Context: an optimization exercise on an open-source flow, tuned for small area, a short achievable clock period and few clock cycles per item. The choices shown serve that exercise and are no tape-out recipe.
At most, simulation tests tie the RTL to the original design; equivalence was not proved.
No activity file was given, so power comes from the tool's default toggle rates.

the previous run:
==> module interpolating_wavetable_oscillator, before the edit <==
module interpolating_wavetable_oscillator (
  input  logic                   clk,
  input  logic                   rst_n,
  input  logic                   in_valid,
  output logic                   in_stall,
  input  logic [iwo_pkg::OP_W-1:0]        in_operation,
  input  logic [iwo_pkg::ENTRY_IDX_W-1:0] in_entry_index,
  input  logic [iwo_pkg::ENTRY_VAL_W-1:0] in_entry_value,
  output logic                   out_valid,
  input  logic                   out_stall,
  output logic [iwo_pkg::DAC_W-1:0]       out_dac_word,
  input  logic                   psel,
  input  logic                   penable,
  input  logic                   pwrite,
  input  logic [iwo_pkg::CFG_ADDR_W-1:0]  paddr,
  input  logic [iwo_pkg::CFG_DATA_W-1:0]  pwdata,
  output logic [iwo_pkg::CFG_DATA_W-1:0]  prdata,
  output logic                   pready
);
  localparam int SEGS = iwo_pkg::TABLE_SEGMENTS;    
  localparam int DEPTH = iwo_pkg::TABLE_DEPTH;      
  localparam int SB = iwo_pkg::SAMPLE_BITS;         
  localparam int FB = iwo_pkg::FRAC_BITS;           
  localparam int IW = iwo_pkg::INC_W;               
  localparam int EIW = iwo_pkg::ENTRY_IDX_W;        
  localparam int CDW = iwo_pkg::CFG_DATA_W;         
  localparam int OW = 10;                           
  logic go;
  logic [IW-1:0] inc_r;
  logic          cfg_wr;
  assign cfg_wr = psel && penable && pwrite && paddr == iwo_pkg::REG_PHASE_INC;
  assign pready = 1'b1;
  assign prdata = (paddr == iwo_pkg::REG_PHASE_INC) ? CDW'(inc_r) : '0;
  always_ff @(posedge clk) begin
    if (!rst_n) inc_r <= '0;
    else if (cfg_wr) inc_r <= pwdata[IW-1:0];
  end
  logic [SB-1:0] tab [DEPTH];
  logic [5:0]    k_r;         
  logic [FB-1:0] f_r;         
  logic [SB-1:0] lo_r, hi_r;  
  logic          v2_r;        
  logic          acc, stepx, loadx, adv, wrap;
  logic [FB:0]   f_sum;
  logic [SB-1:0] rd;          
  assign in_stall = !go;
  assign acc   = go && in_valid;
  assign stepx = acc && in_operation[0];
  assign loadx = acc && !in_operation[0];
  assign f_sum = {1'b0, f_r} + (FB + 1)'(inc_r);
  assign adv   = stepx && f_sum[FB];
  assign wrap  = (k_r == 6'(SEGS - 1));
  always_comb begin
    rd = '0;
    for (int j = 0; j < SEGS; j++) begin
      rd = rd | (tab[(j == SEGS - 1) ? 1 : j + 2] & {SB{k_r == 6'(j)}});
    end
  end
  always_ff @(posedge clk) begin
    if (!rst_n) begin
      k_r <= '0;
      f_r <= '0;
    end else begin
      if (stepx) f_r <= f_sum[FB-1:0];
      if (adv) k_r <= wrap ? 6'd0 : k_r + 6'd1;
    end
  end
  logic [DEPTH-1:0] we;
  logic [7:0]       wlo;
  logic [4:0]       whi;
  always_comb begin
    for (int a = 0; a < 8; a++) wlo[a] = (in_entry_index[2:0] == 3'(a));
    for (int b = 0; b < 5; b++) whi[b] = loadx && (in_entry_index[5:3] == 3'(b));
    for (int j = 0; j < DEPTH; j++) we[j] = wlo[j % 8] && whi[j / 8];
  end
  always_ff @(posedge clk) begin
    for (int j = 0; j < DEPTH; j++) begin
      if (we[j]) tab[j] <= in_entry_value;
    end
  end
  always_ff @(posedge clk) begin
    if (adv) begin
      lo_r <= wrap ? tab[0] : hi_r;
      hi_r <= rd;
    end else if (loadx) begin
      if (in_entry_index == k_r) lo_r <= in_entry_value;
      if (in_entry_index == k_r + 6'd1) hi_r <= in_entry_value;
    end
  end
  always_ff @(posedge clk) begin
    if (!rst_n) v2_r <= 1'b0;
    else if (go) v2_r <= in_valid && in_operation[0];
  end
  localparam int SW = 22;
  logic [SW-1:0] row [9];
  logic [SW-1:0] l1 [6];
  logic [SW-1:0] l2 [4];
  logic [SW-1:0] l3 [3];
  logic [SW-1:0] l4 [2];
  always_comb begin
    for (int j = 0; j < FB; j++) row[j] = SW'(f_r[j] ? hi_r : lo_r) << j;
    row[8] = SW'(lo_r);
    for (int j = 0; j < 3; j++) begin
      l1[2*j] = row[3*j] ^ row[3*j+1] ^ row[3*j+2];
      l1[2*j+1] = ((row[3*j] & row[3*j+1]) | (row[3*j] & row[3*j+2]) | (row[3*j+1] & row[3*j+2])) << 1;
    end
    for (int j = 0; j < 2; j++) begin
      l2[2*j] = l1[3*j] ^ l1[3*j+1] ^ l1[3*j+2];
      l2[2*j+1] = ((l1[3*j] & l1[3*j+1]) | (l1[3*j] & l1[3*j+2]) | (l1[3*j+1] & l1[3*j+2])) << 1;
    end
    l3[0] = l2[0] ^ l2[1] ^ l2[2];
    l3[1] = ((l2[0] & l2[1]) | (l2[0] & l2[2]) | (l2[1] & l2[2])) << 1;
    l3[2] = l2[3];
    l4[0] = l3[0] ^ l3[1] ^ l3[2];
    l4[1] = ((l3[0] & l3[1]) | (l3[0] & l3[2]) | (l3[1] & l3[2])) << 1;
  end
  logic          v3_r;
  logic [SW-1:0] ps_r, pc_r;
  logic [SW-1:0] s;
  logic [OW-1:0] r;
  always_ff @(posedge clk) begin
    if (!rst_n) v3_r <= 1'b0;
    else if (go) v3_r <= v2_r;
  end
  always_ff @(posedge clk) begin
    if (go && v2_r) begin
      ps_r <= l4[0];
      pc_r <= l4[1];
    end
  end
  assign s = ps_r + pc_r;
  assign r = s[21:12];
  logic          ov_r, kv_r;
  logic [OW-1:0] o_r, k_dat_r;
  logic          take;
  assign go   = !kv_r;
  assign take = ov_r && !out_stall;
  always_ff @(posedge clk) begin
    if (!rst_n) begin
      ov_r <= 1'b0;
      kv_r <= 1'b0;
    end else if (kv_r) begin
      if (take) kv_r <= 1'b0;
    end else if (ov_r && !take) begin
      kv_r <= v3_r;
    end else begin
      ov_r <= v3_r;
    end
  end
  always_ff @(posedge clk) begin
    if (kv_r) begin
      if (take) o_r <= k_dat_r;
    end else if (ov_r && !take) begin
      if (v3_r) k_dat_r <= r;
    end else begin
      if (v3_r) o_r <= r;
    end
  end
  assign out_valid    = ov_r;
  assign out_dac_word = {o_r, 6'd0};
endmodule
clock: 7.0 ns
lec_check: 0
abc_clock_period_in_ps: 3000
cap_margin: 20
core_margin: 2
core_utilization: 55
cts_buf_list: sky130_fd_sc_hd__clkbuf_8
cts_cluster_diameter: 60
cts_cluster_size: 16
setup_slack_margin: 3.8
slew_margin: 20
standard.sh (not shown) runs the stock make flow with config.mk's settings and CLKGATE_MAP_FILE= SYNTH_SCRIPT=/design/flow/synth_recipe.tcl, a recipe that flattens the netlist after the stock synthesis.
==> flow/flow/run.sh <==
#!/bin/bash
# Layout flow: the standard synthesis, then each configuration read-data bit
# (prdata[7:0]) is rebuilt as one gate of its own (see patch_prdata.py), then the standard flow's
# standard layout from floorplan to finish. Each step's full output goes to a log here.
set -euo pipefail
R=orfs/results/sky130hd/interpolating_wavetable_oscillator/base
bash standard.sh synth > log_synth.txt 2>&1
python3 flow/patch_prdata.py $R/1_2_yosys.v > log_patch.txt 2>&1
touch $R/1_2_yosys.v
bash standard.sh > log_layout.txt 2>&1
Other scripts of this flow, unchanged in this note and not shown: flow/flow/patch_prdata.py
The previous run went all the way through synthesis, placement and routing and the layout is clean on timing, DRC and antenna.
The inputs of the current run differ from those of the previous run as listed below.
-- flow/design.v --
<<< the previous run, line 157
  assign s = ps_r + pc_r;
  assign r = s[21:12];
  logic          ov_r, kv_r;
  logic [OW-1:0] o_r, k_dat_r;
  logic          take;
  assign go   = !kv_r;
  assign take = ov_r && !out_stall;
  always_ff @(posedge clk) begin
    if (!rst_n) begin
      ov_r <= 1'b0;
      kv_r <= 1'b0;
    end else if (kv_r) begin
      if (take) kv_r <= 1'b0;
    end else if (ov_r && !take) begin
      kv_r <= v3_r;
    end else begin
      ov_r <= v3_r;
    end
  end
  always_ff @(posedge clk) begin
    if (kv_r) begin
      if (take) o_r <= k_dat_r;
    end else if (ov_r && !take) begin
      if (v3_r) k_dat_r <= r;
    end else begin
      if (v3_r) o_r <= r;
    end
  end
  assign out_valid    = ov_r;
>>> the current run, line 157
  assign s = ps_r + pc_r;
  assign r = s[21:12];
  logic          ov_r;
  logic [OW-1:0] o_r;
  assign go = !(ov_r && out_stall);
  always_ff @(posedge clk) begin
    if (!rst_n) ov_r <= 1'b0;
    else if (go) ov_r <= v3_r;
  end
  always_ff @(posedge clk) begin
    if (go && v3_r) o_r <= r;
  end
  assign out_valid    = ov_r;
Notes after the runs:
- Final non-filler cell area on the current run is down relative to the previous run.
- From the previous run to the current run the numbers moved as follows: global-route usage saw little to no change, part of the power in combinational logic saw little to no change, area of the die shrank by 1.0%, maximum frequency moved down, post-layout total power saw an increase.
Testbench counts of the current run, summed over its fixed seeds: cycles 4,416, items 4,096.
No functional check of the RTL was part of the previous run.

========
The RTL this note starts from:
==> flow/design.v <==
package iwo_pkg;
  localparam int TABLE_SEGMENTS = 36;
  localparam int TABLE_DEPTH    = TABLE_SEGMENTS + 1;
  localparam int SAMPLE_BITS    = 14;
  localparam int FRAC_BITS   = 8;
  localparam int FRAC_ONE    = 1 << FRAC_BITS;
  localparam int PHASE_LIMIT = TABLE_SEGMENTS * FRAC_ONE;
  localparam int PHASE_W     = $clog2(PHASE_LIMIT);
  localparam int PINT_W      = PHASE_W - FRAC_BITS;
  localparam int IDX_W       = $clog2(TABLE_DEPTH);
  localparam int OP_W          = 1;
  localparam int ENTRY_IDX_W   = 6;
  localparam int ENTRY_VAL_W   = 14;
  localparam int INC_W         = 8;
  localparam int DAC_W         = 16;
  localparam logic [DAC_W-1:0] DAC_MASK = 16'hFFC0;
  localparam int WGT_W = FRAC_BITS + 1;
  localparam int SUM_W = SAMPLE_BITS + WGT_W;
  localparam int CFG_ADDR_W = 2;
  localparam int CFG_DATA_W = 32;
  localparam logic [CFG_ADDR_W-1:0] REG_PHASE_INC = 2'd0;
  typedef enum logic [OP_W-1:0] {
    OP_LOAD = 1'b0,
    OP_STEP = 1'b1
  } op_t;
endpackage
module interpolating_wavetable_oscillator (
  input  logic                   clk,
  input  logic                   rst_n,
  input  logic                   in_valid,
  output logic                   in_stall,
  input  logic [iwo_pkg::OP_W-1:0]        in_operation,
  input  logic [iwo_pkg::ENTRY_IDX_W-1:0] in_entry_index,
  input  logic [iwo_pkg::ENTRY_VAL_W-1:0] in_entry_value,
  output logic                   out_valid,
  input  logic                   out_stall,
  output logic [iwo_pkg::DAC_W-1:0]       out_dac_word,
  input  logic                   psel,
  input  logic                   penable,
  input  logic                   pwrite,
  input  logic [iwo_pkg::CFG_ADDR_W-1:0]  paddr,
  input  logic [iwo_pkg::CFG_DATA_W-1:0]  pwdata,
  output logic [iwo_pkg::CFG_DATA_W-1:0]  prdata,
  output logic                   pready
);
  localparam int SEGS = iwo_pkg::TABLE_SEGMENTS;    
  localparam int DEPTH = iwo_pkg::TABLE_DEPTH;      
  localparam int SB = iwo_pkg::SAMPLE_BITS;         
  localparam int FB = iwo_pkg::FRAC_BITS;           
  localparam int IW = iwo_pkg::INC_W;               
  localparam int EIW = iwo_pkg::ENTRY_IDX_W;        
  localparam int CDW = iwo_pkg::CFG_DATA_W;         
  localparam int OW = 10;                           
  logic go;
  logic [IW-1:0] inc_r;
  logic          cfg_wr;
  assign cfg_wr = psel && penable && pwrite && paddr == iwo_pkg::REG_PHASE_INC;
  assign pready = 1'b1;
  logic [IW-1:0] prd_r;
  assign prdata = CDW'(prd_r);
  always_ff @(posedge clk) begin
    prd_r <= (paddr == iwo_pkg::REG_PHASE_INC) ? inc_r : '0;
  end
  always_ff @(posedge clk) begin
    if (!rst_n) inc_r <= '0;
    else if (cfg_wr) inc_r <= pwdata[IW-1:0];
  end
  logic [SB-1:0] tab [DEPTH];
  logic [5:0]    k_r, k1_r;   
  logic [FB-1:0] f_r;         
  logic [SB-1:0] lo_r, hi_r;  
  logic          v2_r;        
  logic          acc, stepx, loadx, adv, wrap;
  logic [FB:0]   f_sum;
  logic [SB-1:0] rd;          
  assign in_stall = !go;
  assign acc   = go && in_valid;
  assign stepx = acc && in_operation[0];
  assign loadx = acc && !in_operation[0];
  assign f_sum = {1'b0, f_r} + (FB + 1)'(inc_r);
  assign adv   = stepx && f_sum[FB];
  assign wrap  = (k_r == 6'(SEGS - 1));
  always_comb begin
    rd = '0;
    for (int j = 0; j < SEGS; j++) begin
      rd = rd | (tab[(j == SEGS - 1) ? 1 : j + 2] & {SB{k_r == 6'(j)}});
    end
  end
  always_ff @(posedge clk) begin
    if (!rst_n) begin
      k_r  <= 6'd0;
      k1_r <= 6'd1;
      f_r <= '0;
    end else begin
      if (stepx) f_r <= f_sum[FB-1:0];
      if (adv) begin
        k_r  <= wrap ? 6'd0 : k1_r;
        k1_r <= wrap ? 6'd1 : k1_r + 6'd1;
      end
    end
  end
  always_ff @(posedge clk) begin
    for (int j = 0; j < DEPTH; j++) begin
      if (we[j]) tab[j] <= in_entry_value;
    end
  end
  logic [DEPTH-1:0] we;
  logic [7:0]       wlo;
  logic [4:0]       whi;
  always_comb begin
    for (int a = 0; a < 8; a++) wlo[a] = (in_entry_index[2:0] == 3'(a));
    for (int b = 0; b < 5; b++) whi[b] = loadx && (in_entry_index[5:3] == 3'(b));
  end
  logic             hit_lo, hit_hi;
  always_comb begin
    for (int j = 0; j < DEPTH; j++) we[j] = wlo[j % 8] && whi[j / 8];
  end
  assign hit_lo = (in_entry_index == k_r);
  assign hit_hi = (in_entry_index == k1_r);
  always_ff @(posedge clk) begin
    if (adv) begin
      lo_r <= wrap ? tab[0] : hi_r;
      hi_r <= rd;
    end else if (loadx) begin
      if (hit_lo) lo_r <= in_entry_value;
      if (hit_hi) hi_r <= in_entry_value;
    end
  end
  always_ff @(posedge clk) begin
    if (!rst_n) v2_r <= 1'b0;
    else if (go) v2_r <= in_valid && in_operation[0];
  end
  localparam int SW = 22;
  logic [SW-1:0] row [9];
  logic [SW-1:0] l1 [6];
  logic [SW-1:0] l2 [4];
  logic [SW-1:0] l3 [3];
  always_comb begin
    for (int j = 0; j < FB; j++) row[j] = SW'(f_r[j] ? hi_r : lo_r) << j;
    row[8] = SW'(lo_r);
    for (int j = 0; j < 3; j++) begin
      l1[2*j] = row[3*j] ^ row[3*j+1] ^ row[3*j+2];
      l1[2*j+1] = ((row[3*j] & row[3*j+1]) | (row[3*j] & row[3*j+2]) | (row[3*j+1] & row[3*j+2])) << 1;
    end
    for (int j = 0; j < 2; j++) begin
      l2[2*j] = l1[3*j] ^ l1[3*j+1] ^ l1[3*j+2];
      l2[2*j+1] = ((l1[3*j] & l1[3*j+1]) | (l1[3*j] & l1[3*j+2]) | (l1[3*j+1] & l1[3*j+2])) << 1;
    end
    l3[0] = l2[0] ^ l2[1] ^ l2[2];
    l3[1] = ((l2[0] & l2[1]) | (l2[0] & l2[2]) | (l2[1] & l2[2])) << 1;
    l3[2] = l2[3];
  end
  logic          v3_r;
  logic [SW-1:0] pa_r, pb_r, pc_r;
  logic [SW-1:0] fs, fc;
  logic [12:0]   lsum;
  logic [OW-1:0] h0, h1, r;
  logic [OW:0]   h1x;
  always_ff @(posedge clk) begin
    if (!rst_n) v3_r <= 1'b0;
    else if (go) v3_r <= v2_r;
  end
  always_ff @(posedge clk) begin
    if (go && v2_r) begin
      pa_r <= l3[0];
      pb_r <= l3[1];
      pc_r <= l3[2];
    end
  end
  assign fs   = pa_r ^ pb_r ^ pc_r;
  assign fc   = ((pa_r & pb_r) | (pa_r & pc_r) | (pb_r & pc_r)) << 1;
  assign lsum = {1'b0, fs[11:0]} + {1'b0, fc[11:0]};
  assign h0   = fs[21:12] + fc[21:12];
  assign h1x  = {fs[21:12], 1'b1} + {fc[21:12], 1'b1};
  assign h1   = h1x[10:1];
  assign r    = lsum[12] ? h1 : h0;
  logic          ov_r, kv_r;
  logic [OW-1:0] o_r, k_dat_r;
  logic          take;
  assign go   = !kv_r;
  assign take = ov_r && !out_stall;
  always_ff @(posedge clk) begin
    if (!rst_n) begin
      ov_r <= 1'b0;
      kv_r <= 1'b0;
    end else if (kv_r) begin
      if (take) kv_r <= 1'b0;
    end else if (ov_r && !take) begin
      kv_r <= v3_r;
    end else begin
      ov_r <= v3_r;
    end
  end
  always_ff @(posedge clk) begin
    if (kv_r) begin
      if (take) o_r <= k_dat_r;
    end else if (ov_r && !take) begin
      if (v3_r) k_dat_r <= r;
    end else begin
      if (v3_r) o_r <= r;
    end
  end
  assign out_valid    = ov_r;
  assign out_dac_word = {o_r, 6'd0};
endmodule
clock: 7.0 ns
lec_check: 0
abc_clock_period_in_ps: 2500
cap_margin: 20
core_margin: 2
core_utilization: 55
cts_buf_list: sky130_fd_sc_hd__clkbuf_8
cts_cluster_diameter: 60
cts_cluster_size: 16
setup_slack_margin: 4.4
slew_margin: 20
run.sh (not shown) runs the stock make flow with config.mk's settings and CLKGATE_MAP_FILE= SYNTH_SCRIPT=/design/flow/synth_recipe.tcl, a recipe that flattens the netlist after the stock synthesis.
Stock flow here: none of the scripts above is used.
Change:
--- a/flow/design.v
+++ b/flow/design.v
@@ -153,11 +153,10 @@
   logic          v3_r;
   logic [SW-1:0] pa_r, pb_r, pc_r;
   logic [SW-1:0] fs, fc;
   logic [12:0]   lsum;
   logic [OW-1:0] h0, h1, r;
-  logic [OW:0]   h1x;
   always_ff @(posedge clk) begin
     if (!rst_n) v3_r <= 1'b0;
     else if (go) v3_r <= v2_r;
   end
   always_ff @(posedge clk) begin
@@ -169,12 +168,11 @@
   end
   assign fs   = pa_r ^ pb_r ^ pc_r;
   assign fc   = ((pa_r & pb_r) | (pa_r & pc_r) | (pb_r & pc_r)) << 1;
   assign lsum = {1'b0, fs[11:0]} + {1'b0, fc[11:0]};
   assign h0   = fs[21:12] + fc[21:12];
-  assign h1x  = {fs[21:12], 1'b1} + {fc[21:12], 1'b1};
-  assign h1   = h1x[10:1];
+  assign h1   = fs[21:12] + fc[21:12] + 10'd1;
   assign r    = lsum[12] ? h1 : h0;
   logic          ov_r, kv_r;
   logic [OW-1:0] o_r, k_dat_r;
   logic          take;
   assign go   = !kv_r;
After rerunning: The changed run completed with no timing, DRC or antenna violations; clock skew drops by 0.0092 ns; cell area hardly moves; sequential share of layout area climbs by 0.12 points; count of clock-buffer cells in the layout drops by 2; clock power drops by about 7%; total power drops by 1.8%; wire length drops by 1.2%; global-route usage climbs by 0.34 points; flip-flop and latch count does not change; non-clock buffer count climbs by 8; worst setup slack got worse by 0.44 ns.
No functional check of the RTL was part of any run of this note.

## static timing again, ports no longer ideal
The results above use ideal ports. As a check the final layouts listed here were re-extracted and re-timed, cells and wires unchanged.
Step 1 sets driving cells, clkbuf_16 on the clock port and buf_2 on the other inputs (assumed; they add their load-dependent delay and slew).
Step 2 also shifts input and output timing later by t, the mid clock arrival at the registers, as if the neighbouring blocks saw the same clock.
a / b / c = no drivers / after step 1 / after step 2; a / b = the first two.
run | shift t [ns] | setup WS [ns] | pins driven straight from the clock port
the previous run | 0.758 | 3.740 / 3.664 / 3.084 | 1
the current run | 0.739 | 3.713 / 3.622 / 2.996 | 1
the first run of note 2 | 0.746 | 4.035 / 4.035 / 3.649 | 1
the second run of note 2 | 0.732 | 3.598 / 3.598 / 3.598 | 1
After both steps every run listed still meets setup and hold. For the current run, which loses most, drivers alone change the setup slack by -0.091 ns; drivers and shift together by -0.717 ns.
